What follows belongs to an exercise in optimizing a design on an open flow for small area, a short achievable clock period and few clock cycles; a production flow would make more cautious choices. Function was checked by simulation only, so behaviour that the tests miss may differ from the original. Power figures rest on the tool's default switching activity, not on a simulated workload.

==> flow/design.v <==
`default_nettype none
package euclid_pkg;
  localparam int X_W = 8;
  localparam int Y_W = 8;
endpackage
`default_nettype wire
`timescale 1ns/1ps
`default_nettype none
module euclid_top
(
  input  wire logic        cr_intf,
  input  wire logic        rst_n,
  input  wire logic        job_start,
  input  wire logic        job_shape,       
  input  wire logic [7:0]  job_p0_x,
  input  wire logic [7:0]  job_p0_y,
  input  wire logic [7:0]  job_p1_x,
  input  wire logic [7:0]  job_p1_y,
  input  wire logic [7:0]  job_p2_x,
  input  wire logic [7:0]  job_p2_y,
  input  wire logic [15:0] job_color,
  input  wire logic [2:0]  job_bzdepth,
  input  wire logic        pxl_ready,
  output logic             busy,
  output logic             job_done,
  output logic             pxl_valid,
  output logic [7:0]       pxl_x,
  output logic [7:0]       pxl_y,
  output logic [15:0]      pxl_color
);
  assign pxl_color = job_color;
  logic start_c;
  assign start_c = job_start & ~busy;
  logic [1:0] lp_c;
  always_comb
  begin
    case (job_bzdepth)
      3'd0, 3'd1: lp_c = 2'd0;
      3'd2:       lp_c = 2'd1;
      default:    lp_c = 2'd2;
    endcase
  end
  logic       g_act;
  logic [1:0] g_lvl;         
  logic       g_st;          
  logic [1:0] g_j;           
  logic [1:0] g_e;           
  logic [7:0] ta_x, ta_y, tb_x, tb_y, tc_x, tc_y;
  function automatic logic [7:0] mid(input logic [7:0] a, input logic [7:0] b);
    logic [8:0] s;
    logic       cy;
    cy = 1'b0;
    for (int i = 0; i < 8; i++)
    begin
      s[i] = a[i] ^ b[i] ^ cy;
      cy   = (a[i] & b[i]) | (cy & (a[i] ^ b[i]));
    end
    s[8] = cy;
    mid  = s[8:1];
  endfunction
  function automatic logic [7:0] step1(input logic [7:0] x, input logic up);
    logic t;
    t = 1'b1;
    for (int i = 0; i < 8; i++)
    begin
      step1[i] = x[i] ^ t;
      t        = t & (x[i] ^ ~up);
    end
  endfunction
  logic [7:0] mab_x, mab_y, mbc_x, mbc_y;
  assign mab_x = mid(ta_x, tb_x);
  assign mab_y = mid(ta_y, tb_y);
  assign mbc_x = mid(tb_x, tc_x);
  assign mbc_y = mid(tb_y, tc_y);
  logic       g_emit;        
  logic       g_jlast;
  logic       g_last;
  logic       g_dir;
  logic [7:0] g_ep_x, g_ep_y;
  logic       g_take;
  assign g_emit  = g_act & (g_lvl == lp_c);
  assign g_jlast = (lp_c == 2'd0) | ((lp_c == 2'd1) & g_j[0]) | (g_j == 2'd3);
  assign g_last  = (g_e == 2'd3) & g_jlast;
  assign g_dir   = ((lp_c == 2'd2) & (g_lvl == 2'd0)) ? g_j[1] : g_j[0];
  always_comb
  begin
    case (g_e)
      2'd0, 2'd1: begin g_ep_x = mab_x; g_ep_y = mab_y; end
      2'd2:       begin g_ep_x = tb_x;  g_ep_y = tb_y;  end
      default:    begin g_ep_x = tc_x;  g_ep_y = tc_y;  end
    endcase
  end
  logic       ne_v, ne_last;
  logic [7:0] ne_x, ne_y;
  logic       ne_take;
  assign g_take = g_emit & (~ne_v | ne_take);
  logic [7:0] ps_x, ps_y;    
  logic [7:0] en_x, en_y;    
  logic [7:0] dx, dy;
  logic       sx, sy;
  logic signed [9:0] err;
  logic       cur_last;
  assign pxl_x = ps_x;
  assign pxl_y = ps_y;
  logic at_end, accept, line_free;
  assign at_end    = (ps_x == en_x) & (ps_y == en_y);
  assign accept    = pxl_valid & pxl_ready;
  assign job_done  = accept & at_end & cur_last;
  assign line_free = ~pxl_valid | (accept & at_end & ~cur_last);
  assign ne_take   = busy & line_free & ne_v;
  logic [8:0] ddx_a, ddx_b, ddy_a, ddy_b;
  logic [7:0] ndx, ndy;
  logic       nsx, nsy;
  assign ddx_a = {1'b0, ne_x} - {1'b0, en_x};
  assign ddx_b = {1'b0, en_x} - {1'b0, ne_x};
  assign ddy_a = {1'b0, ne_y} - {1'b0, en_y};
  assign ddy_b = {1'b0, en_y} - {1'b0, ne_y};
  assign nsx   = ~ddx_a[8];
  assign nsy   = ~ddy_a[8];
  assign ndx   = nsx ? ddx_a[7:0] : ddx_b[7:0];
  assign ndy   = nsy ? ddy_a[7:0] : ddy_b[7:0];
  logic signed [10:0] tx, ty;
  logic step_x, step_y;
  logic signed [9:0] err_x, err_y, err_xy, err_nx;
  assign tx     = {err, 1'b0} + $signed({3'b000, dy});    
  assign ty     = $signed({3'b000, dx}) - {err, 1'b0};    
  assign step_x = ~tx[10] & (tx != 11'sd0);
  assign step_y = ~ty[10] & (ty != 11'sd0);
  assign err_x  = err - $signed({2'b00, dy});
  assign err_y  = err + $signed({2'b00, dx});
  assign err_xy = err + $signed({2'b00, dx}) - $signed({2'b00, dy});
  assign err_nx = ({10{step_x &  step_y}} & err_xy) |
                  ({10{step_x & ~step_y}} & err_x) |
                  ({10{~step_x}}          & err_y);
  always_ff @(posedge cr_intf or negedge rst_n)
  begin
    if (!rst_n)
    begin
      busy      <= 1'b0;
      pxl_valid <= 1'b0;
      ne_v      <= 1'b0;
      g_act     <= 1'b0;
    end
    else
    begin
      if (start_c)
      begin
        busy      <= 1'b1;
        pxl_valid <= 1'b0;
        ne_v      <= ~job_shape | (job_bzdepth == 3'd0);
        g_act     <= job_shape;
      end
      else
      begin
        if (job_done)
        begin
          busy      <= 1'b0;
          pxl_valid <= 1'b0;
        end
        else if (busy & line_free)
          pxl_valid <= ne_v;
        if (g_take)
          ne_v <= 1'b1;
        else if (ne_take)
          ne_v <= 1'b0;
        if (g_take & g_last)
          g_act <= 1'b0;
      end
    end
  end
  always_ff @(posedge cr_intf)
  begin
    if (start_c)
    begin
      ps_x     <= job_p0_x;
      ps_y     <= job_p0_y;
      en_x     <= job_p0_x;
      en_y     <= job_p0_y;
      ne_x     <= job_p1_x;
      ne_y     <= job_p1_y;
      ne_last  <= ~job_shape;
      ta_x     <= job_p0_x;
      ta_y     <= job_p0_y;
      tb_x     <= job_p1_x;
      tb_y     <= job_p1_y;
      tc_x     <= job_p2_x;
      tc_y     <= job_p2_y;
      g_lvl    <= 2'd0;
      g_e      <= (job_bzdepth == 3'd0) ? 2'd3 : 2'd0;
      g_st     <= 1'b0;
      g_j      <= 2'd0;
    end
    else
    begin
      if (g_act & ~g_emit)
      begin
        g_st <= ~g_st;
        if (!g_st)
        begin
          if (g_dir)
          begin
            ta_x <= mab_x; ta_y <= mab_y;
            tb_x <= mbc_x; tb_y <= mbc_y;
          end
          else
          begin
            tb_x <= mab_x; tb_y <= mab_y;
            tc_x <= mbc_x; tc_y <= mbc_y;
          end
        end
        else
        begin
          g_lvl <= g_lvl + 2'd1;
          if (g_dir)
          begin
            ta_x <= mab_x; ta_y <= mab_y;
          end
          else
          begin
            tc_x <= mbc_x; tc_y <= mbc_y;
          end
        end
      end
      else if (g_take)
      begin
        g_e <= g_e + 2'd1;
        if (g_e == 2'd0)
        begin
          ta_x <= mab_x; ta_y <= mab_y;
          tb_x <= mbc_x; tb_y <= mbc_y;
        end
        if (g_e == 2'd3)
        begin
          g_j   <= g_j + 2'd1;
          g_lvl <= 2'd0;
          ta_x  <= job_p0_x; ta_y <= job_p0_y;
          tb_x  <= job_p1_x; tb_y <= job_p1_y;
          tc_x  <= job_p2_x; tc_y <= job_p2_y;
        end
      end
      if (g_take)
      begin
        ne_x    <= g_ep_x;
        ne_y    <= g_ep_y;
        ne_last <= g_last;
      end
      if (ne_take)
      begin
        en_x     <= ne_x;
        en_y     <= ne_y;
        dx       <= ndx;
        dy       <= ndy;
        sx       <= nsx;
        sy       <= nsy;
        err      <= $signed({2'b00, ndx}) - $signed({2'b00, ndy});
        cur_last <= ne_last;
      end
      else if (accept & ~at_end)
      begin
        err <= err_nx[9:0];
        if (step_x)
          ps_x <= step1(ps_x, sx);
        if (step_y)
          ps_y <= step1(ps_y, sy);
      end
    end
  end
endmodule
`default_nettype wire
export LEC_CHECK = 0
export CAP_MARGIN = 20
export CORE_MARGIN = 2
export CORE_UTILIZATION = 40
export SLEW_MARGIN = 20
create_clock -name core_clock -period 5.5 [get_ports {cr_intf}]
run.sh (not shown) runs the stock make flow with config.mk's settings and CLKGATE_MAP_FILE= SYNTH_SCRIPT=/design/flow/synth_recipe.tcl, a recipe that flattens the netlist after the stock synthesis.
Testbench counts at the start, summed over its fixed seeds: cycles 68,592.
Rerun with:
CTS_BUF_LIST = sky130_fd_sc_hd__clkbuf_8   (was default)
SETUP_SLACK_MARGIN = 0.6   (was default)
What happened: The new run went through all stages and came out clean. Total power drops by 4.9%. Hold slack gets better by 5.5 ps. Wire length drops by 0.80%. Design area drops by 1.5%. Combinational power barely changes. Fmax drops by 0.35%.
Rerun with:
CTS_BUF_LIST = sky130_fd_sc_hd__clkbuf_4 sky130_fd_sc_hd__clkbuf_8   (was sky130_fd_sc_hd__clkbuf_8)
SETUP_SLACK_MARGIN = default   (was 0.6)
=>
- power is unchanged
- setup slack does not change
- sequential power barely changes
- critical path depth is unchanged
- non-clock buffer count does not change
- area after synthesis is unchanged
- count of clock-buffer cells in the layout is unchanged
- maximum frequency does not change
- die area stays the same
Rerun with:
CORE_UTILIZATION = 60   (was 40)
CTS_BUF_LIST = default   (was sky130_fd_sc_hd__clkbuf_4 sky130_fd_sc_hd__clkbuf_8)
PLACE_DENSITY = 0.75   (was default)
Result: The new run went through all stages and came out clean; clock power increases by about 35%; setup slack improved by 26 ps; maximum frequency increases by 0.61%; combinational power hardly moves.
Rerun with:
CORE_UTILIZATION = 40   (was 60)
CTS_BUF_LIST = sky130_fd_sc_hd__clkbuf_8   (was default)
PLACE_DENSITY = default   (was 0.75)
What happened: Die area is higher by well over a third; power is lower by a few percent; combinational power is about the same; via count is lower slightly; hold slack improves by 22 ps; wire length is higher by a few percent; clock power is lower by a quarter to a third.

-- what the ideal ports hide --
How much do the figures lean on ideal ports? The routed layouts below were timed once more, with nothing changed but the port constraints. Step 1: set_driving_cell puts a clkbuf_16 on cr_intf and a buf_2 on each other input, an assumption about the parent block. Step 2 moves the port delays by t, midway between the first and last clock arrival at a register: inputs arrive t later, outputs are due t later. That takes back most of the time a late clock gives input paths. Three values: ideal ports, drivers, drivers and shift; two values: the first two.
run | t, ns | setup WS [ns] | worst setup path after step 2 | clock arrival spread, ns
the first run | 0.472 | 1.265 / 1.265 / 1.265 | register to register | 0.016 / 0.016
the second run | 0.509 | 1.250 / 1.250 / 1.250 | register to register | 0.024 / 0.024
the third run | 0.509 | 1.250 / 1.250 / 1.250 | register to register | 0.024 / 0.024
the fourth run | 0.470 | 1.276 / 1.276 / 1.276 | register to register | 0.006 / 0.005
the fifth run | 0.509 | 1.250 / 1.250 / 1.250 | register to register | 0.024 / 0.024
After both steps every run listed still meets setup and hold.
